What follows belongs to an exercise in optimizing a design on an open flow for small area; a production flow would make more cautious choices.
Where RTL was checked, it was by simulation tests only, not by an equivalence proof against the original.
For runs 1, 3 and 4, only the layout was checked, not whether the RTL still works.
Power figures rest on the tool's default switching activity, not on a simulated workload.

<file path="config.mk">
export PLATFORM = sky130hd
export DESIGN_NAME = axi_adxl345
export DESIGN_NICKNAME = axi_adxl345
export VERILOG_FILES = /design/flow/design.v
export SDC_FILE = /design/flow/constraint.sdc
export NUM_CORES = 4
export LEC_CHECK = 0
export ABC_AREA = 1
export CAP_MARGIN = 40
export CORE_MARGIN = 2
export CORE_UTILIZATION = 40
export SLEW_MARGIN = 30
</file>
<file path="constraint.sdc">
create_clock -name core_clock -period 10.0 [get_ports {S_AXI_LITE_ACLK}]
set_input_delay 2.0000 -clock core_clock [delete_from_list [all_inputs] [get_ports {S_AXI_LITE_ACLK}]]
set_output_delay 2.0000 -clock core_clock [all_outputs]
set_load 0.01 [all_outputs]
</file>
<file path="design.v">
`timescale 1ns/1ps
package adxl_pkg;
    typedef logic [6-1:0]   axi_addr_t;
    typedef logic [32-1:0]   axi_data_t;
    typedef logic [32/8-1:0] axi_strb_t;
    typedef logic [7:0] byte_t;
    typedef logic [5:0] reg_addr_t;    
    typedef enum logic [2:0] {
        idle,
        check,
        send_write,
        next_addr,
        send_read,
        receive
    } seq_state_t;
endpackage
`timescale 1ns/1ps
module axil_slave (
    input  logic        S_AXI_LITE_ACLK,
    input  logic        rst,
    input  logic        awvalid,
    output logic        awready,
    input  logic        wvalid,
    output logic        bvalid,
    input  logic        bready,
    input  logic        arvalid,
    output logic        arready,
    output logic        rvalid,
    input  logic        rready,
    output logic        bus_wr_en,
    output logic        bus_rd_en
);
    logic aw_en;
    logic wr_accept;
    logic rd_accept;
    assign wr_accept = ~awready && awvalid && wvalid && aw_en;
    assign rd_accept = ~arready && arvalid && ~rvalid;
    assign bus_wr_en = awready && awvalid && wvalid;
    assign bus_rd_en = arready && arvalid;
    always_ff @(posedge S_AXI_LITE_ACLK) begin
        if (rst) begin
            awready <= 1'b0;
            aw_en   <= 1'b1;
            bvalid  <= 1'b0;
            arready <= 1'b0;
            rvalid  <= 1'b0;
        end else begin
            awready <= wr_accept;
            if (wr_accept)
                aw_en <= 1'b0;
            else if (bready && bvalid)
                aw_en <= 1'b1;
            if (bus_wr_en)
                bvalid <= 1'b1;
            else if (bready)
                bvalid <= 1'b0;
            arready <= rd_accept;
            if (bus_rd_en)
                rvalid <= 1'b1;
            else if (rready)
                rvalid <= 1'b0;
        end
    end
endmodule
`timescale 1ns/1ps
module adxl_reg_mirror (
    input  logic         S_AXI_LITE_ACLK,
    input  logic         rst,
    output logic         pending_any,
    input  logic [5:0]   seq_addr,
    output logic         seq_pending,
    output logic [7:0]   seq_byte,
    input  logic         clear_pending,
    input  logic         rx_wr,
    input  logic [7:0]   rx_data,
    input  logic         bus_wr_en,
    input  logic [3:0]   bus_wr_word,
    input  logic [31:0]  bus_wr_data,
    input  logic [3:0]   bus_wr_strb,
    input  logic [3:0]   bus_rd_word,
    output logic [31:0]  bus_rd_data
);
    localparam logic [63:0] write_mask = 64'h0102_F7FF_E000_0000;
    logic [7:0]  regs [64];
    logic [63:0] pending;
    logic [63:0] seq_hit;
    logic [63:0] host_hit;
    logic [63:0] rx_hit;
    logic [7:0]  rx_byte;
    logic        host_wr;
    logic [7:0]  seq_or [65];
    logic        pend_or [65];
    assign host_wr = bus_wr_en && !rst;
    assign rx_byte = rst ? 8'h00 : rx_data;
    for (genvar i = 0; i < 64; i++) begin : g_byte
        assign seq_hit[i] = (seq_addr == 6'(i));
        assign rx_hit[i]  = rx_wr && seq_hit[i];
        if (write_mask[i]) begin : g_wr
            assign host_hit[i] = host_wr && (bus_wr_word == 4'(i / 4))
                                 && bus_wr_strb[i % 4];
            always_ff @(posedge S_AXI_LITE_ACLK) begin
                if (rst || host_hit[i] || rx_hit[i])
                    regs[i] <= host_hit[i] ? bus_wr_data[8*(i%4) +: 8] : rx_byte;
                if (rst || host_hit[i] || (clear_pending && seq_hit[i]))
                    pending[i] <= host_hit[i];
            end
            assign seq_or[i+1]  = seq_or[i] | (seq_hit[i] ? regs[i] : 8'h00);
            assign pend_or[i+1] = pend_or[i] | (seq_hit[i] && pending[i]);
        end else begin : g_ro
            assign host_hit[i] = 1'b0;
            assign pending[i]  = 1'b0;
            always_ff @(posedge S_AXI_LITE_ACLK) begin
                if (rst || rx_hit[i])
                    regs[i] <= rx_byte;
            end
            assign seq_or[i+1]  = seq_or[i];
            assign pend_or[i+1] = pend_or[i];
        end
    end
    assign seq_or[0]   = 8'h00;
    assign pend_or[0]  = 1'b0;
    assign seq_byte    = seq_or[64];
    assign seq_pending = pend_or[64];
    assign pending_any = |pending;
    always_comb begin
        for (int b = 0; b < 4; b++)
            bus_rd_data[8*b +: 8] = regs[{bus_rd_word, 2'(b)}];
    end
endmodule
`timescale 1ns/1ps
module bus_sequencer (
    input  logic       S_AXI_LITE_ACLK,
    input  logic       rst,
    input  logic       pending_any,
    output logic [5:0] seq_addr,
    input  logic       seq_pending,
    output logic       clear_pending,
    output logic       rx_wr,
    input  logic       rx_tvalid,
    input  logic       rx_tlast,
    output logic       cmd_push,
    output logic       cmd_read,
    output logic [1:0] cmd_pos,
    input  logic       cmd_full
);
    adxl_pkg::seq_state_t state;
    logic [1:0] word_cnt;
    logic [5:0] timer;
    logic       last_word;
    logic       in_read;
    assign last_word = (word_cnt == 2'd2);
    assign in_read   = (state == adxl_pkg::send_read);
    assign cmd_push  = (state == adxl_pkg::send_write || in_read) && !cmd_full;
    assign cmd_read  = in_read;
    assign cmd_pos   = word_cnt;
    assign clear_pending = cmd_push && (state == adxl_pkg::send_write) && last_word;
    assign rx_wr         = (state == adxl_pkg::receive) && rx_tvalid;
    always_ff @(posedge S_AXI_LITE_ACLK) begin
        if (rst) begin
            state    <= adxl_pkg::idle;
            seq_addr <= '0;
            word_cnt <= '0;
            timer    <= '0;
        end else begin
            case (state)
                adxl_pkg::idle: begin
                    seq_addr <= '0;
                    if (pending_any)
                        state <= adxl_pkg::check;
                    else if (timer == 6'd63)
                        state <= adxl_pkg::send_read;
                    else
                        timer <= timer + 1'b1;
                end
                adxl_pkg::check:
                    state <= seq_pending ? adxl_pkg::send_write : adxl_pkg::next_addr;
                adxl_pkg::send_write:
                    if (!cmd_full) begin
                        word_cnt <= word_cnt + 1'b1;
                        if (last_word) begin
                            word_cnt <= '0;
                            state    <= adxl_pkg::next_addr;
                        end
                    end
                adxl_pkg::next_addr:
                    if (seq_addr == 6'h39) begin
                        state <= adxl_pkg::idle;
                    end else begin
                        seq_addr <= seq_addr + 1'b1;
                        state    <= adxl_pkg::check;
                    end
                adxl_pkg::send_read:
                    if (!cmd_full)
                        state <= adxl_pkg::receive;
                adxl_pkg::receive: begin
                    timer <= '0;
                    if (rx_tvalid) begin
                        seq_addr <= seq_addr + 1'b1;
                        if (rx_tlast)
                            state <= adxl_pkg::idle;
                    end
                end
                default:
                    state <= adxl_pkg::idle;
            endcase
        end
    end
endmodule
`timescale 1ns/1ps
module cmd_queue (
    input  logic       S_AXI_LITE_ACLK,
    input  logic       rst,
    output logic [7:0] M_AXIS_TDATA,
    output logic [7:0] M_AXIS_TUSER,
    output logic       M_AXIS_TLAST,
    output logic       M_AXIS_TVALID,
    input  logic       M_AXIS_TREADY,
    input  logic       cmd_push,
    input  logic       cmd_read,
    input  logic [1:0] cmd_pos,
    input  logic [5:0] cmd_addr,
    input  logic [7:0] cmd_data,
    output logic       cmd_full
);
    logic [15:0] read_mark;
    logic [5:0]  addr_mem [6];
    logic [7:0]  data_mem [6];
    logic [3:0]  wr_ptr;
    logic [3:0]  rd_ptr;
    logic [2:0]  cmd_wr;
    logic [2:0]  cmd_rd;
    logic [1:0]  head_pos;
    logic        head_read;
    logic        pop;
    assign head_read     = (head_pos == 2'd0) && read_mark[rd_ptr];
    assign pop           = M_AXIS_TVALID && M_AXIS_TREADY;
    assign M_AXIS_TVALID = (wr_ptr != rd_ptr) || cmd_full;
    always_comb begin
        case (head_pos)
            2'd0:    M_AXIS_TDATA = read_mark[rd_ptr] ? 8'(6'h39) : 8'h02;
            2'd1:    M_AXIS_TDATA = {2'b00, addr_mem[cmd_rd]};
            default: M_AXIS_TDATA = data_mem[cmd_rd];
        endcase
    end
    assign M_AXIS_TUSER  = {7'h53, head_read};
    assign M_AXIS_TLAST  = (head_pos == 2'd2) || head_read;
    always_ff @(posedge S_AXI_LITE_ACLK) begin
        if (cmd_push)
            read_mark[wr_ptr] <= cmd_read;
        if (cmd_push && cmd_pos == 2'd1)
            addr_mem[cmd_wr] <= cmd_addr;
        if (cmd_push && cmd_pos == 2'd2)
            data_mem[cmd_wr] <= cmd_data;
    end
    always_ff @(posedge S_AXI_LITE_ACLK) begin
        if (rst) begin
            wr_ptr   <= '0;
            rd_ptr   <= '0;
            cmd_wr   <= '0;
            cmd_rd   <= '0;
            cmd_full <= 1'b0;
            head_pos <= '0;
        end else begin
            if (cmd_push)
                wr_ptr <= wr_ptr + 1'b1;
            if (cmd_push && cmd_pos == 2'd2)
                cmd_wr <= (cmd_wr == 3'd5) ? 3'd0 : cmd_wr + 1'b1;
            if (pop) begin
                rd_ptr   <= rd_ptr + 1'b1;
                head_pos <= (head_read || head_pos == 2'd2) ? 2'd0 : head_pos + 1'b1;
                if (head_pos == 2'd2)
                    cmd_rd <= (cmd_rd == 3'd5) ? 3'd0 : cmd_rd + 1'b1;
            end
            if (cmd_push && !pop)
                cmd_full <= (4'(wr_ptr + 1'b1) == rd_ptr);
            else if (pop && !cmd_push)
                cmd_full <= 1'b0;
        end
    end
endmodule
`timescale 1ns/1ps
module axi_adxl345 (
    input  logic       S_AXI_LITE_ACLK,
    input  logic       S_AXI_LITE_ARESETN,
    input  adxl_pkg::axi_addr_t  S_AXI_LITE_AWADDR,
    input  logic       S_AXI_LITE_AWVALID,
    output logic       S_AXI_LITE_AWREADY,
    input  adxl_pkg::axi_data_t  S_AXI_LITE_WDATA,
    input  adxl_pkg::axi_strb_t  S_AXI_LITE_WSTRB,
    input  logic       S_AXI_LITE_WVALID,
    output logic       S_AXI_LITE_WREADY,
    output logic [1:0] S_AXI_LITE_BRESP,
    output logic       S_AXI_LITE_BVALID,
    input  logic       S_AXI_LITE_BREADY,
    input  adxl_pkg::axi_addr_t  S_AXI_LITE_ARADDR,
    input  logic       S_AXI_LITE_ARVALID,
    output logic       S_AXI_LITE_ARREADY,
    output adxl_pkg::axi_data_t  S_AXI_LITE_RDATA,
    output logic [1:0] S_AXI_LITE_RRESP,
    output logic       S_AXI_LITE_RVALID,
    input  logic       S_AXI_LITE_RREADY,
    output adxl_pkg::byte_t      M_AXIS_TDATA,
    output adxl_pkg::byte_t      M_AXIS_TUSER,
    output logic       M_AXIS_TVALID,
    output logic       M_AXIS_TLAST,
    input  logic       M_AXIS_TREADY,
    input  adxl_pkg::byte_t      S_AXIS_TDATA,
    input  adxl_pkg::byte_t      S_AXIS_TUSER,
    input  logic       S_AXIS_TVALID,
    input  logic       S_AXIS_TLAST,
    output logic       S_AXIS_TREADY
);
    logic        rst;
    logic        bus_wr_en;
    logic        bus_rd_en;
    logic [31:0] bus_rd_data;
    logic        cmd_push;
    logic        cmd_read;
    logic [1:0]  cmd_pos;
    logic        cmd_full;
    logic        pending_any;
    logic [5:0]  seq_addr;
    logic        seq_pending;
    logic [7:0]  seq_byte;
    logic        clear_pending;
    logic        rx_wr;
    assign rst              = !S_AXI_LITE_ARESETN;
    assign S_AXIS_TREADY    = 1'b1;
    assign S_AXI_LITE_WREADY = S_AXI_LITE_AWREADY;
    assign S_AXI_LITE_BRESP = 2'b00;
    assign S_AXI_LITE_RRESP = 2'b00;
    axil_slave u_axil_slave (
        .S_AXI_LITE_ACLK (S_AXI_LITE_ACLK),
        .rst             (rst),
        .awvalid         (S_AXI_LITE_AWVALID),
        .awready         (S_AXI_LITE_AWREADY),
        .wvalid          (S_AXI_LITE_WVALID),
        .bvalid          (S_AXI_LITE_BVALID),
        .bready          (S_AXI_LITE_BREADY),
        .arvalid         (S_AXI_LITE_ARVALID),
        .arready         (S_AXI_LITE_ARREADY),
        .rvalid          (S_AXI_LITE_RVALID),
        .rready          (S_AXI_LITE_RREADY),
        .bus_wr_en       (bus_wr_en),
        .bus_rd_en       (bus_rd_en)
    );
    always_ff @(posedge S_AXI_LITE_ACLK) begin
        if (bus_rd_en)
            S_AXI_LITE_RDATA <= bus_rd_data;
    end
    adxl_reg_mirror u_adxl_reg_mirror (
        .S_AXI_LITE_ACLK (S_AXI_LITE_ACLK),
        .rst             (rst),
        .pending_any     (pending_any),
        .seq_addr        (seq_addr),
        .seq_pending     (seq_pending),
        .seq_byte        (seq_byte),
        .clear_pending   (clear_pending),
        .rx_wr           (rx_wr),
        .rx_data         (S_AXIS_TDATA),
        .bus_wr_en       (bus_wr_en),
        .bus_wr_word     (S_AXI_LITE_AWADDR[5:2]),
        .bus_wr_data     (S_AXI_LITE_WDATA),
        .bus_wr_strb     (S_AXI_LITE_WSTRB),
        .bus_rd_word     (S_AXI_LITE_ARADDR[5:2]),
        .bus_rd_data     (bus_rd_data)
    );
    bus_sequencer u_bus_sequencer (
        .S_AXI_LITE_ACLK (S_AXI_LITE_ACLK),
        .rst             (rst),
        .pending_any     (pending_any),
        .seq_addr        (seq_addr),
        .seq_pending     (seq_pending),
        .clear_pending   (clear_pending),
        .rx_wr           (rx_wr),
        .rx_tvalid       (S_AXIS_TVALID),
        .rx_tlast        (S_AXIS_TLAST),
        .cmd_push        (cmd_push),
        .cmd_read        (cmd_read),
        .cmd_pos         (cmd_pos),
        .cmd_full        (cmd_full)
    );
    cmd_queue u_cmd_queue (
        .S_AXI_LITE_ACLK (S_AXI_LITE_ACLK),
        .rst             (rst),
        .M_AXIS_TDATA    (M_AXIS_TDATA),
        .M_AXIS_TUSER    (M_AXIS_TUSER),
        .M_AXIS_TLAST    (M_AXIS_TLAST),
        .M_AXIS_TVALID   (M_AXIS_TVALID),
        .M_AXIS_TREADY   (M_AXIS_TREADY),
        .cmd_push        (cmd_push),
        .cmd_read        (cmd_read),
        .cmd_pos         (cmd_pos),
        .cmd_addr        (seq_addr),
        .cmd_data        (seq_byte),
        .cmd_full        (cmd_full)
    );
endmodule
</file>
<file path="run.sh">
#!/bin/bash
# synth_recipe.tcl (not shown) runs the flow's synth.tcl, then flattens the netlist and writes it again
# the make line also repeats each setting of config.mk as NAME=value (left out here)
make -C /OpenROAD-flow-scripts/flow DESIGN_CONFIG=/design/flow/config.mk WORK_HOME=/design/flow/orfs CLKGATE_MAP_FILE= SYNTH_SCRIPT=/design/flow/synth_recipe.tcl finish
</file>
==> flow_summary.json, run 1 <==
{
  "path_clk_slew_ns": 0.06,
  "post-route-period-util_pct": 54.9,
  "crit_buf_inv": 4,
  "ys_warn_count": 23,
  "total_power_mw": 7.39,
  "min_to": "u_axil_slave.arready",
  "dieArea_um2": 80200,
  "worstPathCellList": "buf_4 -> inv_1 -> buf_4 -> nor2_1 -> o32ai_1 -> nand2_1 -> o21ai_0 -> nand2_1 -> nand3_1 -> clkdlybuf4s50_1",
  "ys_ff_latch": 706,
  "max_freq_mhz": 182,
  "drtAntennaViolNets": 0,
  "slew_violations": 0,
  "grt_pass1_vias": 22107,
  "utilization_pct": 47.2,
  "synth-xor-area-share_pct": 0.333,
  "clockBufferDepth": 3,
  "cts_hold_buf": 0,
  "final_nets": 3117,
  "min_path_type": "reg2reg",
  "synthAdderAreaFrac_pct": 0.602,
  "pin_count": 134,
  "fin_cells": 4132,
  "status": "finished clean",
  "reg2reg_to": "u_cmd_queue.data_mem[0][5]",
  "vias": 23370,
  "leakagePower_nw": 13.3,
  "hold_depth": 1,
  "yosys.area_share.simple_pct": 14.8,
  "cpLargestDelayFamily": "buffers and inverters",
  "max_stage_delay_ns": 0.54,
  "wl_um": 106000,
  "cp_slowest_cell": "inv_1",
  "synth_area_um2": 31200,
  "avgSynthCellArea_um2": 10.9,
  "synthToLayoutAreaGrowth_pct": 17.2,
  "synth_top_family_by_area": "simple AND/OR/NAND/NOR gates",
  "cts_root_buf": "clkbuf_16",
  "hold_viol": 0,
  "skew_ns": 0.0241,
  "gr-total-overflow": 0,
  "grt_pass1_wl_um": 151000,
  "rsz0062_at_grt": "false",
  "grt_start_max_net_pins": 58,
  "finalCriticalPeriod_ns": 5.49,
  "drt_iter0_drc": 2993,
  "power_density_nw_per_um2": 202,
  "track_usage_pct": 25.8,
  "worst_pin_slew_ns": 0.849,
  "fillers": 7021,
  "muxShareOfSynthArea_pct": 0.100,
  "critPathRequiredTime_ns": 8.00,
  "htreeDepth": 3,
  "rrSetupSlack_ns": 6.47,
  "dr.pass1.iters": 9,
  "die_h_um": 283,
  "io_buffers": 109,
  "die_w_um": 283,
  "initial_core_util_pct": 40.3,
  "setup_viol": 0,
  "post-place-cells": 3982,
  "insertion_delay_ns": 0.64,
  "cts_tree": "yes",
  "cap_violations": 0,
  "cts_sinks": 706,
  "timing.setup.tns_ns": 0,
  "post_cts_resized": 0,
  "ys_seq_area_share_pct": 66.6,
  "arrival_ns": 3.49,
  "worstPathMaxFanout": 43,
  "placementRows": 102,
  "remaining_drc_errors": 0,
  "place.gp.congestion": 1.04,
  "criticalPathCategory": "reg2out",
  "synthCells": 2869,
  "ys_types": 53,
  "holdCritStartpoint": "u_axil_slave.arready",
  "antenna_found_initial": 6,
  "rr_startpoint": "u_bus_sequencer.seq_addr[0]",
  "cp-start-kind": "flip-flop",
  "synth_compound_area_share_pct": 12.0,
  "setup.worst_path.end_class": "output port",
  "cts-buffers-inserted": 77,
  "vdd_drop_max_mv": 0.123,
  "hpwl_um": 76600,
  "post_cts_buffers": 0,
  "vias_per_cell": 5.66,
  "wl_per_cell_um": 25.5,
  "core_area_um2": 77300,
  "relSlewSlack_pct": 43.0,
  "reg2reg_depth": 7,
  "drive_above_1_share_pct": 9.00
}
[registers in the layout, summed over array words and instances (netlist names), 2 cells and up, named ones only]
name / count
u_cmd_queue.rd_ptr: 4
S_AXI_LITE_RDATA: 32
u_adxl_reg_mirror.pending: 20
u_cmd_queue.data_mem: 48
u_cmd_queue.cmd_wr: 3
u_cmd_queue.read_mark: 16
u_cmd_queue.addr_mem: 36
u_bus_sequencer.seq_addr: 6
u_adxl_reg_mirror.regs: 512
u_cmd_queue.head_pos: 2
u_bus_sequencer.state: 3
u_bus_sequencer.timer: 6
u_cmd_queue.wr_ptr: 4
u_bus_sequencer.word_cnt: 2
u_cmd_queue.cmd_rd: 3
[per-layer routing]
layer  track usage (%)  vias to the layer above  share of wire, %
met5                 0                        -             0.022
met4              10.4                        4               4.0
met3              5.54                      219               9.6
met2              39.6                     1271                45
met1              35.7                    11372                42
li1                  -                    10504                 -
[worst max-delay path by stage]
stage / to / slack (ns) / cells past startpoint
6_report: M_AXIS_TDATA[4] / 4.51 / 10
2_1_floorplan: u_adxl_reg_mirror.regs[0][0] / 6.31 / 4
3_5_place_dp: u_adxl_reg_mirror.regs[47][6] / 4.83 / 8
5_1_grt: M_AXIS_TDATA[4] / 4.23 / 10
4_1_cts: M_AXIS_TDATA[4] / 4.48 / 10
3_3_place_gp: S_AXI_LITE_RDATA[7] / 4.33 / 9
[cells in the final DEF, fill, tap and decap left out, drive strengths merged, types with 3 or more instances in the layout]
| master | count |
|---|---|
| edfxtp | 664 |
| nand2 | 649 |
| o21ai | 353 |
| inv | 288 |
| nor2 | 208 |
| clkdlybuf4s50 | 108 |
| nand3 | 102 |
| clkbuf | 99 |
| buf | 89 |
| nand4 | 69 |
| o22ai | 57 |
| nor3 | 56 |
| a22o | 42 |
| a211oi | 42 |
| dfxtp | 42 |
| o31ai | 40 |
| clkinv | 34 |
| a21oi | 33 |
| o2111ai | 16 |
| ha | 15 |
| o32ai | 12 |
| conb | 12 |
| a221oi | 11 |
| bufinv | 7 |
| xnor2 | 7 |
| o221ai | 4 |
| xor2 | 4 |
| diode | 3 |
| a32o | 3 |
| clkinvlp | 3 |
[synth_stat cells, drive strengths merged]
cell	n	share of area [%]
a22oi	2	0.048
a22o	42	1.2
and3	2	0.040
o22ai	57	1.1
a31oi	1	0.020
o211ai	2	0.048
nand2	649	7.9
o21ai	353	5.7
o221ai	4	0.11
a21oi	33	0.53
mux2i	2	0.064
xor2	4	0.11
a211oi	42	1.0
o21a	1	0.024
nor4	2	0.040
o211a	1	0.032
o31ai	40	0.96
xnor2	7	0.22
nor3	56	0.93
inv	282	3.4
edfxtp	664	64
buf	64	1.2
nand3b	2	0.048
and2	1	0.020
a32o	3	0.096
nor2	208	2.7
o32ai	12	0.34
ha	15	0.60
clkbuf	68	0.82
nand4	69	1.4
conb	2	0.024
nand3	102	1.7
mux2	1	0.036
a221oi	11	0.31
nor3b	1	0.024
clkinv	6	0.072
dfxtp	42	2.7
o2111ai	16	0.45
[power by group]
group          total, mW  leakage, nW  internal [mW]  switching [mW]
logic              0.964         5.07          0.321           0.643
clock network       2.85         1.23           1.66            1.19
registers           3.58         6.95           3.45           0.128
total               7.39         13.3           5.43            1.96
[per-stage QoR]
step / setup slack (ns) / area, um2 / hold WS (ns)
2_1_floorplan: 6.31 / 31200 / 0.425
3_3_place_gp: 4.33 / 33500 / 0.424
3_5_place_dp: 4.83 / 33900 / 0.437
4_1_cts: 4.48 / 36500 / 0.445
5_1_grt: 4.23 / 36500 / 0.463
6_report: 4.51 / 36500 / 0.442
[cell type report]
cell class	count	area, um2	area share, %
inverter	288	1080	2.97
clock inverter	44	473	1.29
tap	1040	1300	3.56
clock buffer	96	2060	5.64
antenna	3	7.51	0.0205
timing repair buffer	202	2000	5.46
multi-input combinational	1753	8840	24.2
sequential	706	20800	56.9
[logic make-up after synthesis]
group	count (synthesis)
flops	706
mux	3
compound gates	620
simple gates	1092
fa+ha+maj	15
xor+xnor	11
other cells	2
buf+inv	420
==> inputs of run 2 (changes only) <==
--- a/design.v
+++ b/design.v
@@ -134,13 +134,13 @@
     input  logic       pending_any,
     output logic [5:0] seq_addr,
     input  logic       seq_pending,
+    input  logic [7:0] seq_byte,
     output logic       clear_pending,
     output logic       rx_wr,
     input  logic       rx_tvalid,
     input  logic       rx_tlast,
     output logic       cmd_push,
-    output logic       cmd_read,
-    output logic [1:0] cmd_pos,
+    output logic [7:0] cmd_entry,
     input  logic       cmd_full
 );
     adxl_pkg::seq_state_t state;
@@ -151,8 +151,7 @@
     assign last_word = (word_cnt == 2'd2);
     assign in_read   = (state == adxl_pkg::send_read);
     assign cmd_push  = (state == adxl_pkg::send_write || in_read) && !cmd_full;
-    assign cmd_read  = in_read;
-    assign cmd_pos   = word_cnt;
+    assign cmd_entry = last_word ? seq_byte : {in_read, 1'b0, seq_addr};
     assign clear_pending = cmd_push && (state == adxl_pkg::send_write) && last_word;
     assign rx_wr         = (state == adxl_pkg::receive) && rx_tvalid;
     always_ff @(posedge S_AXI_LITE_ACLK) begin
@@ -216,60 +215,40 @@
     output logic       M_AXIS_TVALID,
     input  logic       M_AXIS_TREADY,
     input  logic       cmd_push,
-    input  logic       cmd_read,
-    input  logic [1:0] cmd_pos,
-    input  logic [5:0] cmd_addr,
-    input  logic [7:0] cmd_data,
+    input  logic [7:0] cmd_entry,
     output logic       cmd_full
 );
-    logic [15:0] read_mark;
-    logic [5:0]  addr_mem [6];
-    logic [7:0]  data_mem [6];
-    logic [3:0]  wr_ptr;
-    logic [3:0]  rd_ptr;
-    logic [2:0]  cmd_wr;
-    logic [2:0]  cmd_rd;
-    logic [1:0]  head_pos;
-    logic        head_read;
-    logic        pop;
-    assign head_read     = (head_pos == 2'd0) && read_mark[rd_ptr];
+    logic [7:0] mem [16];
+    logic [3:0] wr_ptr;
+    logic [3:0] rd_ptr;
+    logic [1:0] head_pos;
+    logic [7:0] head;
+    logic       head_read;
+    logic       pop;
+    assign head          = mem[rd_ptr];
+    assign head_read     = (head_pos == 2'd0) && head[7];
     assign pop           = M_AXIS_TVALID && M_AXIS_TREADY;
     assign M_AXIS_TVALID = (wr_ptr != rd_ptr) || cmd_full;
-    always_comb begin
-        case (head_pos)
-            2'd0:    M_AXIS_TDATA = read_mark[rd_ptr] ? 8'(6'h39) : 8'h02;
-            2'd1:    M_AXIS_TDATA = {2'b00, addr_mem[cmd_rd]};
-            default: M_AXIS_TDATA = data_mem[cmd_rd];
-        endcase
-    end
+    assign M_AXIS_TDATA  = (head_pos != 2'd0) ? head
+                         : (head[7] ? 8'(6'h39) : 8'h02);
     assign M_AXIS_TUSER  = {7'h53, head_read};
     assign M_AXIS_TLAST  = (head_pos == 2'd2) || head_read;
     always_ff @(posedge S_AXI_LITE_ACLK) begin
         if (cmd_push)
-            read_mark[wr_ptr] <= cmd_read;
-        if (cmd_push && cmd_pos == 2'd1)
-            addr_mem[cmd_wr] <= cmd_addr;
-        if (cmd_push && cmd_pos == 2'd2)
-            data_mem[cmd_wr] <= cmd_data;
+            mem[wr_ptr] <= cmd_entry;
     end
     always_ff @(posedge S_AXI_LITE_ACLK) begin
         if (rst) begin
             wr_ptr   <= '0;
             rd_ptr   <= '0;
-            cmd_wr   <= '0;
-            cmd_rd   <= '0;
             cmd_full <= 1'b0;
             head_pos <= '0;
         end else begin
             if (cmd_push)
                 wr_ptr <= wr_ptr + 1'b1;
-            if (cmd_push && cmd_pos == 2'd2)
-                cmd_wr <= (cmd_wr == 3'd5) ? 3'd0 : cmd_wr + 1'b1;
             if (pop) begin
-                rd_ptr   <= rd_ptr + 1'b1;
+                rd_ptr <= rd_ptr + 1'b1;
                 head_pos <= (head_read || head_pos == 2'd2) ? 2'd0 : head_pos + 1'b1;
-                if (head_pos == 2'd2)
-                    cmd_rd <= (cmd_rd == 3'd5) ? 3'd0 : cmd_rd + 1'b1;
             end
             if (cmd_push && !pop)
                 cmd_full <= (4'(wr_ptr + 1'b1) == rd_ptr);
@@ -315,8 +294,7 @@
     logic        bus_rd_en;
     logic [31:0] bus_rd_data;
     logic        cmd_push;
-    logic        cmd_read;
-    logic [1:0]  cmd_pos;
+    logic [7:0]  cmd_entry;
     logic        cmd_full;
     logic        pending_any;
     logic [5:0]  seq_addr;
@@ -371,13 +349,13 @@
         .pending_any     (pending_any),
         .seq_addr        (seq_addr),
         .seq_pending     (seq_pending),
+        .seq_byte        (seq_byte),
         .clear_pending   (clear_pending),
         .rx_wr           (rx_wr),
         .rx_tvalid       (S_AXIS_TVALID),
         .rx_tlast        (S_AXIS_TLAST),
         .cmd_push        (cmd_push),
-        .cmd_read        (cmd_read),
-        .cmd_pos         (cmd_pos),
+        .cmd_entry       (cmd_entry),
         .cmd_full        (cmd_full)
     );
     cmd_queue u_cmd_queue (
@@ -389,10 +367,7 @@
         .M_AXIS_TVALID   (M_AXIS_TVALID),
         .M_AXIS_TREADY   (M_AXIS_TREADY),
         .cmd_push        (cmd_push),
-        .cmd_read        (cmd_read),
-        .cmd_pos         (cmd_pos),
-        .cmd_addr        (seq_addr),
-        .cmd_data        (seq_byte),
+        .cmd_entry       (cmd_entry),
         .cmd_full        (cmd_full)
     );
 endmodule
--- a/config.mk
+++ b/config.mk
@@ -5,7 +5,6 @@
 export SDC_FILE = /design/flow/constraint.sdc
 export NUM_CORES = 4
 export LEC_CHECK = 0
-export ABC_AREA = 1
 export CAP_MARGIN = 40
 export CORE_MARGIN = 2
 export CORE_UTILIZATION = 40
==> run 2 against run 1 <==
  * Utilization shrank 0.13 points
  * Power down 0.85%
  * Global-route usage is 1.9 points higher
  * Still clean
  * Worst setup slack improved by 0.18 ns
  * Count of clock-buffer cells in the layout down 1
  * Clock skew grew 0.020 ns
  * First-iteration DRC count increased by 12%
  * Largest cell class unchanged
==> flow_summary.json, run 2 <==
{
  "cap_violations": 0,
  "post_cts_resized": 0,
  "hold_depth": 1,
  "synth_top_area_share_pct": 64.8,
  "antenna_found_initial": 2,
  "reg2reg_to": "u_cmd_queue.mem[14][1]",
  "stdcell_area_um2": 37300,
  "synth_area_um2": 32100,
  "async_reset_ff_share_pct": 0,
  "ys_seq_area_share_pct": 67.1,
  "die_w_um": 287,
  "arrival_ns": 3.31,
  "grt_pass1_wl_um": 161000,
  "ys_ff_latch": 729,
  "fin_hold_ws_ns": 0.453,
  "vdd_drop_max_mv": 0.131,
  "vias_per_cell": 6.44,
  "status": "finished clean",
  "rr_startpoint": "u_bus_sequencer.seq_addr[0]",
  "max_flop_register": "u_adxl_reg_mirror.regs",
  "setup.worst_path.end_class": "output port",
  "final_common_cell": "edfxtp_1",
  "cp-start-kind": "flip-flop",
  "pin_count": 134,
  "holdCritStartpoint": "u_axil_slave.rvalid",
  "final_nets": 2455,
  "fin_cells": 3484,
  "pwr-share-seq_pct": 50.6,
  "place_area_um2": 34700,
  "synth_area_leader_cell": "edfxtp_1",
  "synthToLayoutAreaGrowth_pct": 16.3,
  "hold_viol": 0,
  "wl_um": 117000,
  "synth_most_common_cell": "edfxtp_1",
  "drive_above_1_share_pct": 19.4,
  "post_cts_buffers": 0,
  "synthCells": 2220,
  "criticalPathCategory": "reg2out",
  "cts_tree": "yes",
  "insertion_delay_ns": 0.66,
  "clockBufferDepth": 3,
  "largestRegisters": "u_adxl_reg_mirror.regs x512, u_cmd_queue.mem x128, S_AXI_LITE_RDATA x32",
  "path_clk_slew_ns": 0.06,
  "gr-total-overflow": 0,
  "core_area_um2": 79100,
  "internal_power_mw": 5.50,
  "finalCriticalPeriod_ns": 5.31,
  "grt_start_max_net_pins": 77,
  "cts_sinks": 729,
  "reg2reg_depth": 9,
  "dp_slack_ns": 4.68,
  "vias": 22427,
  "cts_hold_buf": 0,
  "total_power_mw": 7.33,
  "p_switching_mw": 1.83,
  "wl_per_cell_um": 33.5,
  "initial_core_util_pct": 40.5,
  "avgSynthCellArea_um2": 14.4,
  "power_density_nw_per_um2": 197,
  "power_frac_clock_pct": 39.2,
  "synth_edf_count": 692,
  "remaining_drc_errors": 0,
  "post-place-cells": 3335,
  "rrSetupSlack_ns": 6.06,
  "rsz0062_at_grt": "false",
  "worstPathMaxFanout": 31,
  "die_h_um": 287,
  "io_buffers": 109,
  "ys_types": 86,
  "power_frac_comb_pct": 10.3,
  "drt_iter0_drc": 3338,
  "cts_root_buf": "clkbuf_16",
  "fin_ws_ns": 4.69,
  "min_to": "u_axil_slave.arready",
  "ys_warn_count": 23,
  "fillers": 6862,
  "timing.setup.tns_ns": 0,
  "synth_flop_cell": "edfxtp_1",
  "worst_pin_slew_ns": 0.893,
  "drtAntennaViolNets": 0,
  "synth_common_cells": "edfxtp_1 (692), nand2_1 (167), mux2_2 (136)",
  "synth_area_leaders": "edfxtp_1 (65%), mux2_2 (4.8%), a22oi_1 (3.1%)",
  "utilization_pct": 47.1,
  "cts-buffers-inserted": 77,
  "htreeDepth": 3,
  "place.gp.congestion": 0.996,
  "largest_reg_flops": 512,
  "track_usage_pct": 27.7,
  "hpwl_um": 79200,
  "grt_pass1_vias": 21012,
  "relSlewSlack_pct": 40.0,
  "dieArea_um2": 82500,
  "final_cell_mix": "edfxtp_1 (692), nand2_1 (166), mux2_2 (136)",
  "critPathRequiredTime_ns": 8.00,
  "p_sw_share_pct": 24.9,
  "setup_viol": 0,
  "leakagePower_nw": 12.7,
  "placementRows": 103,
  "skew_ns": 0.0437,
  "min_path_type": "reg2reg",
  "dr.pass1.iters": 6,
  "slew_violations": 0,
  "max_freq_mhz": 188,
  "post-route-period-util_pct": 53.1
}
-- run 2: cell count changes after synthesis, moves of 33 or more --
cell	change
a211oi_1	-37
a22oi_1	+130
inv_1	-233
mux2_2	+135
nand2_1	-475
nand3_1	-43
nand4_1	-44
nor2_1	-94
nor3_1	-35
o211ai_1	+33
o21ai_0	-238
o22ai_1	-56
o31ai_1	-36
-- run 2: worst max-delay path by stage --
stage                     slack [ns]  cells past startpoint                from                            end
after global placement          4.67                      6   S_AXI_LITE_WVALID  u_adxl_reg_mirror.regs[38][2]
final                           4.69                      6           flip-flop                M_AXIS_TDATA[1]
after global routing            4.49                      6           flip-flop                M_AXIS_TDATA[1]
after floorplan                 5.99                      6  S_AXI_LITE_ARESETN  u_adxl_reg_mirror.regs[29][6]
after detailed placement        4.68                      7   S_AXI_LITE_WVALID  u_adxl_reg_mirror.regs[38][2]
after CTS                       4.66                      5           flip-flop                M_AXIS_TDATA[4]
-- run 2: kinds of logic after synthesis --
kind of cell / share of synthesized area [%]
xor gates and xnor gates: 0.464
DFF: 67.1
and+or+nand+nor: 8.02
AOI/OAI and AO/OA: 12.5
other: 0.0234
muxes: 8.41
buffers and inverters: 3.07
adders and majority gates: 0.429
-- run 2: critical path: stages, from the launching register on --
cell	delay, ns
dfxtp_1	0.31
buf_4	0.41
mux4_1	0.63
mux2i_1	0.19
mux2i_1	0.24
o31ai_1	0.28
clkdlybuf4s50_1	0.59
-- run 2: power groups by stage --
stage / clock network (mW) / logic, mW / registers [mW]
2_1_floorplan: 0 / 0.477 / 3.66
3_3_place_gp: 0 / 0.728 / 3.76
6_report: 2.87 / 0.753 / 3.71
5_1_grt: 3.01 / 0.797 / 3.72
4_1_cts: 2.89 / 0.747 / 3.70
3_5_place_dp: 0 / 0.744 / 3.77
-- run 2: final cells by class --
cell class	count	area [um2]	area share [%]
flip-flops and latches	729	21500	57.7
clock inverters	47	438	1.17
multi-input cells	1283	9760	26.2
inverters	44	173	0.463
repair buffers	235	2020	5.42
well taps	1050	1310	3.52
clock buffers	95	2060	5.52
diodes	1	2.50	0.00671
-- run 2: metal layers --
metal | routed length, um | track usage (%) | part of all wire, % | up-vias
met5 | 13 | 0 | 0.011 | -
met4 | 6410 | 13.1 | 5.5 | 2
met3 | 11200 | 4.72 | 9.6 | 283
met2 | 53500 | 43.5 | 46 | 1507
met1 | 45400 | 37.6 | 39 | 11446
li1 | - | - | - | 9189
==> inputs of run 3 (changes only) <==
--- a/design.v
+++ b/design.v
@@ -85,21 +85,27 @@
     logic [63:0] pending;
     logic [63:0] seq_hit;
     logic [63:0] host_hit;
-    logic [63:0] rx_hit;
     logic [7:0]  rx_byte;
     logic        host_wr;
     logic [7:0]  seq_or [65];
     logic        pend_or [65];
+    logic [7:0]  rx_lo;
+    logic [7:0]  rx_hi;
+    logic [63:0] rx_en;
     assign host_wr = bus_wr_en && !rst;
     assign rx_byte = rst ? 8'h00 : rx_data;
+    for (genvar j = 0; j < 8; j++) begin : g_pre
+        assign rx_lo[j] = rst || (seq_addr[2:0] == 3'(j));
+        assign rx_hi[j] = rst || (rx_wr && seq_addr[5:3] == 3'(j));
+    end
     for (genvar i = 0; i < 64; i++) begin : g_byte
         assign seq_hit[i] = (seq_addr == 6'(i));
-        assign rx_hit[i]  = rx_wr && seq_hit[i];
+        assign rx_en[i]   = rx_lo[i % 8] && rx_hi[i / 8];
         if (write_mask[i]) begin : g_wr
             assign host_hit[i] = host_wr && (bus_wr_word == 4'(i / 4))
                                  && bus_wr_strb[i % 4];
             always_ff @(posedge S_AXI_LITE_ACLK) begin
-                if (rst || host_hit[i] || rx_hit[i])
+                if (rx_en[i] || host_hit[i])
                     regs[i] <= host_hit[i] ? bus_wr_data[8*(i%4) +: 8] : rx_byte;
                 if (rst || host_hit[i] || (clear_pending && seq_hit[i]))
                     pending[i] <= host_hit[i];
@@ -110,7 +116,7 @@
             assign host_hit[i] = 1'b0;
             assign pending[i]  = 1'b0;
             always_ff @(posedge S_AXI_LITE_ACLK) begin
-                if (rst || rx_hit[i])
+                if (rx_en[i])
                     regs[i] <= rx_byte;
             end
             assign seq_or[i+1]  = seq_or[i];
@@ -134,13 +140,13 @@
     input  logic       pending_any,
     output logic [5:0] seq_addr,
     input  logic       seq_pending,
-    input  logic [7:0] seq_byte,
     output logic       clear_pending,
     output logic       rx_wr,
     input  logic       rx_tvalid,
     input  logic       rx_tlast,
     output logic       cmd_push,
-    output logic [7:0] cmd_entry,
+    output logic       cmd_read,
+    output logic [1:0] cmd_pos,
     input  logic       cmd_full
 );
     adxl_pkg::seq_state_t state;
@@ -151,7 +157,8 @@
     assign last_word = (word_cnt == 2'd2);
     assign in_read   = (state == adxl_pkg::send_read);
     assign cmd_push  = (state == adxl_pkg::send_write || in_read) && !cmd_full;
-    assign cmd_entry = last_word ? seq_byte : {in_read, 1'b0, seq_addr};
+    assign cmd_read  = in_read;
+    assign cmd_pos   = word_cnt;
     assign clear_pending = cmd_push && (state == adxl_pkg::send_write) && last_word;
     assign rx_wr         = (state == adxl_pkg::receive) && rx_tvalid;
     always_ff @(posedge S_AXI_LITE_ACLK) begin
@@ -215,40 +222,60 @@
     output logic       M_AXIS_TVALID,
     input  logic       M_AXIS_TREADY,
     input  logic       cmd_push,
-    input  logic [7:0] cmd_entry,
+    input  logic       cmd_read,
+    input  logic [1:0] cmd_pos,
+    input  logic [5:0] cmd_addr,
+    input  logic [7:0] cmd_data,
     output logic       cmd_full
 );
-    logic [7:0] mem [16];
-    logic [3:0] wr_ptr;
-    logic [3:0] rd_ptr;
-    logic [1:0] head_pos;
-    logic [7:0] head;
-    logic       head_read;
-    logic       pop;
-    assign head          = mem[rd_ptr];
-    assign head_read     = (head_pos == 2'd0) && head[7];
+    logic [15:0] read_mark;
+    logic [5:0]  addr_mem [6];
+    logic [7:0]  data_mem [6];
+    logic [3:0]  wr_ptr;
+    logic [3:0]  rd_ptr;
+    logic [2:0]  cmd_wr;
+    logic [2:0]  cmd_rd;
+    logic [1:0]  head_pos;
+    logic        head_read;
+    logic        pop;
+    assign head_read     = (head_pos == 2'd0) && read_mark[rd_ptr];
     assign pop           = M_AXIS_TVALID && M_AXIS_TREADY;
     assign M_AXIS_TVALID = (wr_ptr != rd_ptr) || cmd_full;
-    assign M_AXIS_TDATA  = (head_pos != 2'd0) ? head
-                         : (head[7] ? 8'(6'h39) : 8'h02);
+    always_comb begin
+        case (head_pos)
+            2'd0:    M_AXIS_TDATA = read_mark[rd_ptr] ? 8'(6'h39) : 8'h02;
+            2'd1:    M_AXIS_TDATA = {2'b00, addr_mem[cmd_rd]};
+            default: M_AXIS_TDATA = data_mem[cmd_rd];
+        endcase
+    end
     assign M_AXIS_TUSER  = {7'h53, head_read};
     assign M_AXIS_TLAST  = (head_pos == 2'd2) || head_read;
     always_ff @(posedge S_AXI_LITE_ACLK) begin
         if (cmd_push)
-            mem[wr_ptr] <= cmd_entry;
+            read_mark[wr_ptr] <= cmd_read;
+        if (cmd_push && cmd_pos == 2'd1)
+            addr_mem[cmd_wr] <= cmd_addr;
+        if (cmd_push && cmd_pos == 2'd2)
+            data_mem[cmd_wr] <= cmd_data;
     end
     always_ff @(posedge S_AXI_LITE_ACLK) begin
         if (rst) begin
             wr_ptr   <= '0;
             rd_ptr   <= '0;
+            cmd_wr   <= '0;
+            cmd_rd   <= '0;
             cmd_full <= 1'b0;
             head_pos <= '0;
         end else begin
             if (cmd_push)
                 wr_ptr <= wr_ptr + 1'b1;
+            if (cmd_push && cmd_pos == 2'd2)
+                cmd_wr <= (cmd_wr == 3'd5) ? 3'd0 : cmd_wr + 1'b1;
             if (pop) begin
-                rd_ptr <= rd_ptr + 1'b1;
+                rd_ptr   <= rd_ptr + 1'b1;
                 head_pos <= (head_read || head_pos == 2'd2) ? 2'd0 : head_pos + 1'b1;
+                if (head_pos == 2'd2)
+                    cmd_rd <= (cmd_rd == 3'd5) ? 3'd0 : cmd_rd + 1'b1;
             end
             if (cmd_push && !pop)
                 cmd_full <= (4'(wr_ptr + 1'b1) == rd_ptr);
@@ -294,7 +321,8 @@
     logic        bus_rd_en;
     logic [31:0] bus_rd_data;
     logic        cmd_push;
-    logic [7:0]  cmd_entry;
+    logic        cmd_read;
+    logic [1:0]  cmd_pos;
     logic        cmd_full;
     logic        pending_any;
     logic [5:0]  seq_addr;
@@ -349,13 +377,13 @@
         .pending_any     (pending_any),
         .seq_addr        (seq_addr),
         .seq_pending     (seq_pending),
-        .seq_byte        (seq_byte),
         .clear_pending   (clear_pending),
         .rx_wr           (rx_wr),
         .rx_tvalid       (S_AXIS_TVALID),
         .rx_tlast        (S_AXIS_TLAST),
         .cmd_push        (cmd_push),
-        .cmd_entry       (cmd_entry),
+        .cmd_read        (cmd_read),
+        .cmd_pos         (cmd_pos),
         .cmd_full        (cmd_full)
     );
     cmd_queue u_cmd_queue (
@@ -367,7 +395,10 @@
         .M_AXIS_TVALID   (M_AXIS_TVALID),
         .M_AXIS_TREADY   (M_AXIS_TREADY),
         .cmd_push        (cmd_push),
-        .cmd_entry       (cmd_entry),
+        .cmd_read        (cmd_read),
+        .cmd_pos         (cmd_pos),
+        .cmd_addr        (seq_addr),
+        .cmd_data        (seq_byte),
         .cmd_full        (cmd_full)
     );
 endmodule
==> flow/run.sh (new file) <==
#!/bin/bash
# Standard synthesis, then ABC re-maps its combinational logic for area
# (registers untouched), then the standard layout with small port buffers and
# a clock tree without dummy loads. Each tool's output goes to its own log.
set -euo pipefail
W=$(pwd)
R=$W/orfs/results/$FLOW_PLATFORM/axi_adxl345/base
LIB=$FLOW_HOME/platforms/$FLOW_PLATFORM/lib/sky130_fd_sc_hd__tt_025C_1v80.lib
YOSYS=$(command -v yosys || echo "$FLOW_HOME/../tools/install/yosys/bin/yosys")

bash standard.sh synth > "$W/log_1_standard_synth.log" 2>&1
cp "$R/1_2_yosys.v" "$W/standard_netlist.v"

python3 "$W/flow/comb_lib.py" "$LIB" "$W/comb.lib" > "$W/log_2_comb_lib.log" 2>&1
sed -e "s#@LIB@#$LIB#g" -e "s#@COMB@#$W/comb.lib#g" -e "s#@IN@#$W/standard_netlist.v#g" \
    -e "s#@OUT@#$W/remap.v#g" -e "s#@TOP@#$FLOW_TOP#g" "$W/flow/remap.ys" > "$W/remap_run.ys"
"$YOSYS" -l "$W/log_3_remap.log" -q "$W/remap_run.ys" > /dev/null 2>&1
rm -f "$W/comb.lib"
cp "$W/remap.v" "$R/1_2_yosys.v"

bash standard.sh \
    BUFFER_PORTS_ARGS="-buffer_cell sky130_fd_sc_hd__buf_1" \
    CTS_ARGS="$(cat "$W/flow/cts_args")" \
    finish > "$W/log_4_standard_layout.log" 2>&1
==> flow/comb_lib.py (new file) <==
# Writes a copy of a liberty file holding only its combinational cells, so
# that Yosys can read their functions while the flip-flops stay black boxes.
import re
import sys

src = open(sys.argv[1]).read()
starts = [m.start() for m in re.finditer(r'\n\s*cell\s*\(', src)]
head = src[:starts[0]]
cells = []
pos = starts[0]
for s in starts:
    if s < pos:
        continue
    depth = 0
    k = src.index('{', s)
    while True:
        c = src[k]
        if c == '{':
            depth += 1
        elif c == '}':
            depth -= 1
            if depth == 0:
                break
        k += 1
    cells.append(src[s:k + 1])
    pos = k + 1
comb = [c for c in cells if not re.search(r'\b(ff|latch|statetable)\s*\(', c)]
open(sys.argv[2], 'w').write(head + ''.join(comb) + '\n}\n')
print(f"{len(cells)} cells, {len(comb)} combinational")
==> flow/cts_args (new file) <==
-sink_clustering_enable -repair_clock_nets -dont_use_dummy_load -buf_list sky130_fd_sc_hd__clkbuf_16 -sink_clustering_size 30 -sink_clustering_max_diameter 80
==> flow/remap.ys (new file) <==
# Re-map the combinational logic of the standard synthesis with ABC's
# default (area-leaning) script. Flip-flops are black boxes here, so every
# register keeps its name and cell type.
read_liberty -lib @LIB@
read_liberty -overwrite -ignore_miss_func @COMB@
read_verilog @IN@
hierarchy -check -top @TOP@
flatten
opt_clean
stat -liberty @LIB@
abc -liberty @LIB@ -dont_use *probe* -dont_use *lpflow*
setundef -zero
splitnets
opt_clean -purge
hilomap -singleton -hicell sky130_fd_sc_hd__conb_1 HI -locell sky130_fd_sc_hd__conb_1 LO
insbuf -buf sky130_fd_sc_hd__buf_4 A X
stat -liberty @LIB@
write_verilog -noattr -nohex -nodec @OUT@
# read the result back against the library alone and check it
design -reset
read_liberty -lib @LIB@
read_verilog @OUT@
hierarchy -check -top @TOP@
check -assert -mapped
==> standard.sh (new file) <==
#!/bin/bash
# synth_recipe.tcl (not shown) runs the flow's synth.tcl, then flattens the netlist and writes it again
# the make line also repeats each setting of config.mk as NAME=value (left out here)
make -C /OpenROAD-flow-scripts/flow DESIGN_CONFIG=/design/flow/config.mk WORK_HOME=/design/flow/orfs CLKGATE_MAP_FILE= SYNTH_SCRIPT=/design/flow/synth_recipe.tcl "${@:-finish}"
--- a/config.mk
+++ b/config.mk
@@ -5,7 +5,8 @@
 export SDC_FILE = /design/flow/constraint.sdc
 export NUM_CORES = 4
 export LEC_CHECK = 0
-export CAP_MARGIN = 40
+export CAP_MARGIN = 20
 export CORE_MARGIN = 2
-export CORE_UTILIZATION = 40
-export SLEW_MARGIN = 30
+export CORE_UTILIZATION = 50
+export GPL_TIMING_DRIVEN = 0
+export SLEW_MARGIN = 20
removed: run.sh
==> run 3 against run 2 <==
  * Still clean
  * Maximum frequency fell by 4.4%
  * Utilization rose by 8.8 points
  * Register-to-register slack improved by 0.20 ns
  * Global-route usage rose by 7.9 points
  * Hold slack got worse by 0.0031 ns
  * Combinational power fell by 33%
  * Routed wire length fell by 6.8%
  * Via count fell by 1.5%
  * Worst setup slack got worse by 0.25 ns
  * Synthesized cell count rose by 0.77%
  * Critical path type is now in2reg
  * Largest cell class unchanged
  * Largest power group unchanged
==> flow_summary.json, run 3 <==
{
  "cts_sinks": 706,
  "track_usage_pct": 35.6,
  "setup.worst_path.end_class": "flip-flop",
  "leakagePower_nw": 10.8,
  "insertion_delay_ns": 0.60,
  "cts_hold_buf": 0,
  "critPathRequiredTime_ns": 10.31,
  "final_cell_mix": "edfxtp_1 (664), nor2_1 (280), a21oi_1 (233)",
  "dieArea_um2": 61100,
  "wl_per_cell_um": 33.6,
  "holdCritStartpoint": "u_axil_slave.aw_en",
  "setup_viol": 0,
  "max_freq_mhz": 180,
  "drive_above_1_share_pct": 7.70,
  "die_w_um": 247,
  "min_path_type": "reg2reg",
  "grt_pass1_wl_um": 152000,
  "cts_tree": "yes",
  "antenna_found_initial": 3,
  "fin_cells": 3229,
  "hold_viol": 0,
  "max_stage_delay_ns": 0.90,
  "synthToLayoutAreaGrowth_pct": 11.3,
  "worstPathMaxFanout": 40,
  "dr.pass1.iters": 9,
  "total_power_mw": 5.48,
  "grt_pass1_vias": 20424,
  "pin_count": 134,
  "fillers": 4929,
  "cts_root_buf": "clkbuf_16",
  "grt_start_max_net_pins": 45,
  "synth_area_um2": 29600,
  "final_nets": 2529,
  "placementRows": 89,
  "ys_warn_count": 23,
  "finalCriticalPeriod_ns": 5.56,
  "relSlewSlack_pct": 18.2,
  "rrSetupSlack_ns": 6.26,
  "drt_iter0_drc": 3582,
  "place.gp.congestion": 0.997,
  "path_clk_slew_ns": 0.10,
  "cp-endpoint": "u_adxl_reg_mirror.regs[33][5]",
  "final_common_cell": "edfxtp_1",
  "reg2reg_depth": 5,
  "wl_um": 109000,
  "avgSynthCellArea_um2": 13.2,
  "post-place-cells": 3190,
  "cts-buffers-inserted": 35,
  "skew_ns": 0.0434,
  "synthCells": 2237,
  "power_density_nw_per_um2": 167,
  "vdd_drop_max_mv": 0.127,
  "io_buffers": 109,
  "drtAntennaViolNets": 0,
  "cp-start-kind": "primary input",
  "fin_hold_ws_ns": 0.450,
  "vias_per_cell": 6.84,
  "post_cts_buffers": 0,
  "hpwl_um": 78000,
  "rr_startpoint": "u_bus_sequencer.state[0]",
  "core_area_um2": 58800,
  "max_flop_register": "u_adxl_reg_mirror.regs",
  "cp_slowest_cell": "nor4_1",
  "status": "finished clean",
  "worstSetupStartpoint": "S_AXI_LITE_ARESETN",
  "rsz0062_at_grt": "false",
  "post_cts_resized": 0,
  "cap_violations": 0,
  "worstPathCellList": "buf_2 -> buf_12 -> and3_1 -> nand3_1 -> nor4_1 -> nand2_1 -> o21ai_1 -> buf_4",
  "largest_reg_flops": 512,
  "criticalPathCategory": "in2reg",
  "cpLargestDelayFamily": "simple AND/OR/NAND/NOR gates",
  "post-route-period-util_pct": 55.6,
  "cp.depth": 8,
  "initial_core_util_pct": 50.3,
  "reg2reg_to": "u_adxl_reg_mirror.regs[6][4]",
  "arrival_ns": 5.87,
  "remaining_drc_errors": 0,
  "die_h_um": 247,
  "gr-total-overflow": 0,
  "vias": 22088,
  "worst_pin_slew_ns": 1.22,
  "clockBufferDepth": 3,
  "slew_violations": 0,
  "largestRegisters": "u_adxl_reg_mirror.regs x512, u_cmd_queue.data_mem x48, u_cmd_queue.addr_mem x36",
  "htreeDepth": 2,
  "crit_buf_inv": 3
}
-- run 3: changes by cell type in the layout (fill, tap and decap cells not counted), sizes merged, moves of 21 or more --
cell and change:
a21oi +196, nor2 +206, mux4 -21, buf +54, clkbuf -61, o211ai -31, mux2 -125, edfxtp -28
nor3 +23, nand2 +22, inv -43, clkdlybuf4s50 -104
-- run 3: final cells by class --
| type | instances | area, um2 | share of cell area (%) |
|---|---|---|---|
| Timing Repair Buffer | 171 | 1200 | 3.66 |
| Sequential cell | 706 | 20800 | 63.2 |
| Multi-Input combinational cell | 1477 | 8770 | 26.7 |
| Buffer | 13 | 97.6 | 0.297 |
| Inverter | 51 | 201 | 0.612 |
| Antenna cell | 3 | 7.51 | 0.0228 |
| Clock buffer | 35 | 876 | 2.66 |
| Tap cell | 773 | 967 | 2.94 |
-- run 3: worst reg2reg max path, cell delays in order, from the launching register on --
cell,delay (ns)
dfxtp_1,0.57
and3b_1,0.31
nand2_1,0.17
o21ai_0,0.47
nand2_1,0.71
nor2_1,1.14
-- run 3: power by group --
group          switching [mW]  internal, mW  leakage [nW]
Sequential             0.0821          3.36          6.63
Clock                   0.905         0.632         0.431
Combinational           0.362         0.140          3.77
Total                    1.35          4.13          10.8
-- run 3: worst min-delay path by stage --
stage / endpoint / slack, ns / cells after the start
2_1_floorplan: u_axil_slave.awready / 0.42 / 2
3_3_place_gp: u_axil_slave.arready / 0.42 / 1
3_5_place_dp: u_axil_slave.awready / 0.43 / 2
4_1_cts: u_axil_slave.awready / 0.45 / 2
5_1_grt: u_axil_slave.awready / 0.47 / 2
6_report: u_axil_slave.awready / 0.45 / 2
-- run 3: metrics by stage --
stage	instance area (um2)	setup slack, ns	setup TNS, ns	utilization (%)
global route	32900	4.31	0	56.0
CTS	32900	4.54	0	55.9
global placement	31000	-0.890	-15.44	52.7
floorplan	29600	5.10	0	-
detailed placement	32000	3.91	0	54.4
finish	32900	4.44	0	56.0
-- run 3: layer usage --
layer	vias up	share of wire, %	global-route usage (%)	wire length (um)
li1	9263	-	-	-
met1	10999	39	50.6	42200
met2	1593	45	54.0	48500
met3	231	12	7.10	12800
met4	2	4.7	14.6	5130
met5	-	0.012	0	13
==> inputs of run 4 (changes only) <==
--- a/flow/run.sh
+++ b/flow/run.sh
@@ -13,7 +13,7 @@
 
 python3 "$W/flow/comb_lib.py" "$LIB" "$W/comb.lib" > "$W/log_2_comb_lib.log" 2>&1
 sed -e "s#@LIB@#$LIB#g" -e "s#@COMB@#$W/comb.lib#g" -e "s#@IN@#$W/standard_netlist.v#g" \
-    -e "s#@OUT@#$W/remap.v#g" -e "s#@TOP@#$FLOW_TOP#g" "$W/flow/remap.ys" > "$W/remap_run.ys"
+    -e "s#@OUT@#$W/remap.v#g" -e "s#@TOP@#$FLOW_TOP#g" -e "s#@ABC@#$W/flow/abc_area.script#g" "$W/flow/remap.ys" > "$W/remap_run.ys"
 "$YOSYS" -l "$W/log_3_remap.log" -q "$W/remap_run.ys" > /dev/null 2>&1
 rm -f "$W/comb.lib"
 cp "$W/remap.v" "$R/1_2_yosys.v"
==> flow/abc_area.script (new file) <==
strash
&get -n
&fraig -x
&put
dc2
strash
&get -n
&dch -f
&nf -R 1000 -F 8 -C 32
&put
--- a/flow/remap.ys
+++ b/flow/remap.ys
@@ -8,7 +8,7 @@
 flatten
 opt_clean
 stat -liberty @LIB@
-abc -liberty @LIB@ -dont_use *probe* -dont_use *lpflow*
+abc -script @ABC@ -liberty @LIB@ -dont_use *probe* -dont_use *lpflow*
 setundef -zero
 splitnets
 opt_clean -purge
--- a/config.mk
+++ b/config.mk
@@ -5,6 +5,7 @@
 export SDC_FILE = /design/flow/constraint.sdc
 export NUM_CORES = 4
 export LEC_CHECK = 0
+export ABC_AREA = 1
 export CAP_MARGIN = 20
 export CORE_MARGIN = 2
 export CORE_UTILIZATION = 50
==> run 4 against run 3 <==
  * Largest power group unchanged
  * Clock skew is 0.012 ns higher
  * Still clean
  * First-iteration DRC count grew 9.3%
  * Hold slack got worse by 0.0052 ns
  * Count of clock-buffer cells in the layout up 2
  * Die area is 3.5% lower
  * Flip-flop and latch count did not move
  * Global-route usage decreased by 2.6 points
  * Via count is 7.8% lower
  * Power is 4.7% higher
  * Synthesized cell count down 11%
  * Final area shrank 3.9%
==> flow_summary.json, run 4 <==
{
  "post-route-period-util_pct": 53.4,
  "final_common_cell": "edfxtp_1",
  "wl_per_cell_um": 33.5,
  "final_cell_mix": "edfxtp_1 (664), nor2_1 (258), a21oi_1 (196)",
  "cts_sinks": 706,
  "ys_warn_count": 23,
  "largest_reg_flops": 512,
  "max_flop_register": "u_adxl_reg_mirror.regs",
  "die_w_um": 243,
  "track_usage_pct": 33.1,
  "cts_tree": "yes",
  "pin_count": 134,
  "htreeDepth": 2,
  "grt_start_max_net_pins": 45,
  "arrival_ns": 5.64,
  "slew_violations": 0,
  "rrSetupSlack_ns": 6.17,
  "insertion_delay_ns": 0.61,
  "dr.pass1.iters": 7,
  "worst_pin_slew_ns": 1.24,
  "drive_above_1_share_pct": 7.70,
  "cp-endpoint": "u_adxl_reg_mirror.regs[36][6]",
  "setup_viol": 0,
  "reg2reg_depth": 5,
  "grt_pass1_wl_um": 139000,
  "max_freq_mhz": 187,
  "io_buffers": 109,
  "synthToLayoutAreaGrowth_pct": 11.0,
  "place.gp.congestion": 0.992,
  "criticalPathCategory": "in2reg",
  "remaining_drc_errors": 0,
  "cp-start-kind": "primary input",
  "critPathRequiredTime_ns": 10.30,
  "drtAntennaViolNets": 0,
  "place_area_um2": 30700,
  "rr_startpoint": "u_axil_slave.awready",
  "worstSetupStartpoint": "S_AXI_LITE_ARESETN",
  "synth_area_um2": 28500,
  "die_h_um": 243,
  "stdcell_area_um2": 31600,
  "gr-total-overflow": 0,
  "leakagePower_nw": 10.3,
  "skew_ns": 0.0556,
  "path_clk_slew_ns": 0.09,
  "vdd_drop_max_mv": 0.133,
  "clockBufferDepth": 3,
  "setup.worst_path.end_class": "flip-flop",
  "cts_hold_buf": 0,
  "core_area_um2": 56400,
  "min_path_type": "reg2reg",
  "cts-buffers-inserted": 37,
  "synthCells": 1980,
  "dieArea_um2": 58900,
  "hpwl_um": 69000,
  "final_nets": 2271,
  "status": "finished clean",
  "grt_pass1_vias": 18926,
  "relSlewSlack_pct": 16.9,
  "avgSynthCellArea_um2": 14.4,
  "top_usage_layer": "met2",
  "reg2reg_to": "u_adxl_reg_mirror.regs[36][6]",
  "power_density_nw_per_um2": 181,
  "drt_iter0_drc": 3914,
  "finalCriticalPeriod_ns": 5.34,
  "post_cts_resized": 0,
  "wl_um": 99100,
  "met1_usage_pct": 45.2,
  "rsz0062_at_grt": "false",
  "largestRegisters": "u_adxl_reg_mirror.regs x512, u_cmd_queue.data_mem x48, u_cmd_queue.addr_mem x36",
  "antenna_found_initial": 11,
  "hold_viol": 0,
  "vias": 20358,
  "cts_root_buf": "clkbuf_16",
  "total_power_mw": 5.74,
  "grtUsageMet2_pct": 53.1,
  "worstPathMaxFanout": 28,
  "cap_violations": 0,
  "gr-usage-met3_pct": 6.27,
  "post_cts_buffers": 0,
  "initial_core_util_pct": 50.6,
  "vias_per_cell": 6.88,
  "placementRows": 87
}
-- run 4: final cells by class --
class / instances / area (um2)
Timing Repair Buffer: 168 / 1030
Buffer: 13 / 97.6
Antenna cell: 6 / 15.0
Sequential cell: 706 / 20800
Fill cell: 4668 / 24800
Multi-Input combinational cell: 1226 / 7660
Inverter: 45 / 179
Tap cell: 756 / 946
Clock buffer: 37 / 926
-- run 4: per-layer routing --
| layer | up-vias | wire length (um) |
|---|---|---|
| li1 | 8544 | - |
| met1 | 10262 | 37200 |
| met2 | 1347 | 47100 |
| met3 | 195 | 11100 |
| met4 | 10 | 3770 |
| met5 | - | 54 |
-- run 4: how the worst min path moves through the flow --
stage	depth (start not counted)	slack [ns]	start	end
floorplan	2	0.42	u_axil_slave.aw_en	u_axil_slave.awready
global placement	1	0.42	u_axil_slave.rvalid	u_axil_slave.arready
detailed placement	2	0.44	u_axil_slave.aw_en	u_axil_slave.awready
CTS	2	0.45	u_axil_slave.aw_en	u_axil_slave.awready
global route	2	0.48	u_axil_slave.aw_en	u_axil_slave.awready
finish	2	0.45	u_axil_slave.aw_en	u_axil_slave.awready
-- run 4: report_power, final --
part,internal (mW),switching (mW),total (mW),leakage (nW)
logic,0.186,0.415,0.601,3.07
registers,3.43,0.126,3.55,6.79
clock network,0.665,0.917,1.58,0.456
-- run 4: critical path, stage by stage --
cell and delay [ns]:
buf_2 0.21, buf_12 0.24, nand4_1 0.65, nor4_1 0.97, nand2_1 0.72, o21ai_1 0.53, buf_4 0.27
-- run 4: through the flow --
stage / utilization, % / worst slack, ns / setup TNS, ns / hold WS [ns] / cells
after floorplan: - / 4.68 / 0 / 0.419 / 1990
after global placement: 53.0 / -1.01 / -7.96 / 0.421 / 2855
after detailed placement: 54.4 / 4.23 / 0 / 0.440 / 2914
after CTS: 56.1 / 4.82 / 0 / 0.451 / 2951
after global routing: 56.1 / 4.64 / 0 / 0.475 / 2955
final: 56.1 / 4.66 / 0 / 0.445 / 2957

[static timing again, ports no longer ideal]
No port has a modelled driver above. Below, the same layouts with a new extraction and two added sets of constraints. Step 1 (the two cells are an assumption about what drives the block):
set clk [get_ports {S_AXI_LITE_ACLK}]
set_driving_cell -lib_cell sky130_fd_sc_hd__clkbuf_16 $clk
set_driving_cell -lib_cell sky130_fd_sc_hd__buf_2 [delete_from_list [all_inputs] $clk]
Step 2 also shifts input and output timing later by t, the mid clock arrival at the registers, as if the neighbouring blocks saw the same clock. a / b / c = ideal / step 1 / step 2; a / b = the first two.
| run | t (ns) | setup WS [ns] | worst slew at a driven data input, ns |
|---|---|---|---|
| run 1 | 0.695 | 4.510 / 4.446 / 4.706 | 0.07 |
| run 2 | 0.698 | 4.686 / 4.625 / 4.599 | 0.08 |
| run 3 | 0.633 | 4.439 / 4.478 / 3.846 | 0.09 |
| run 4 | 0.650 | 4.664 / 4.706 / 4.056 | 0.10 |
After both steps setup and hold are still met in every run listed. The setup slack of run 4, which loses most, moves by +0.042 ns with the drivers and by -0.608 ns with both steps.
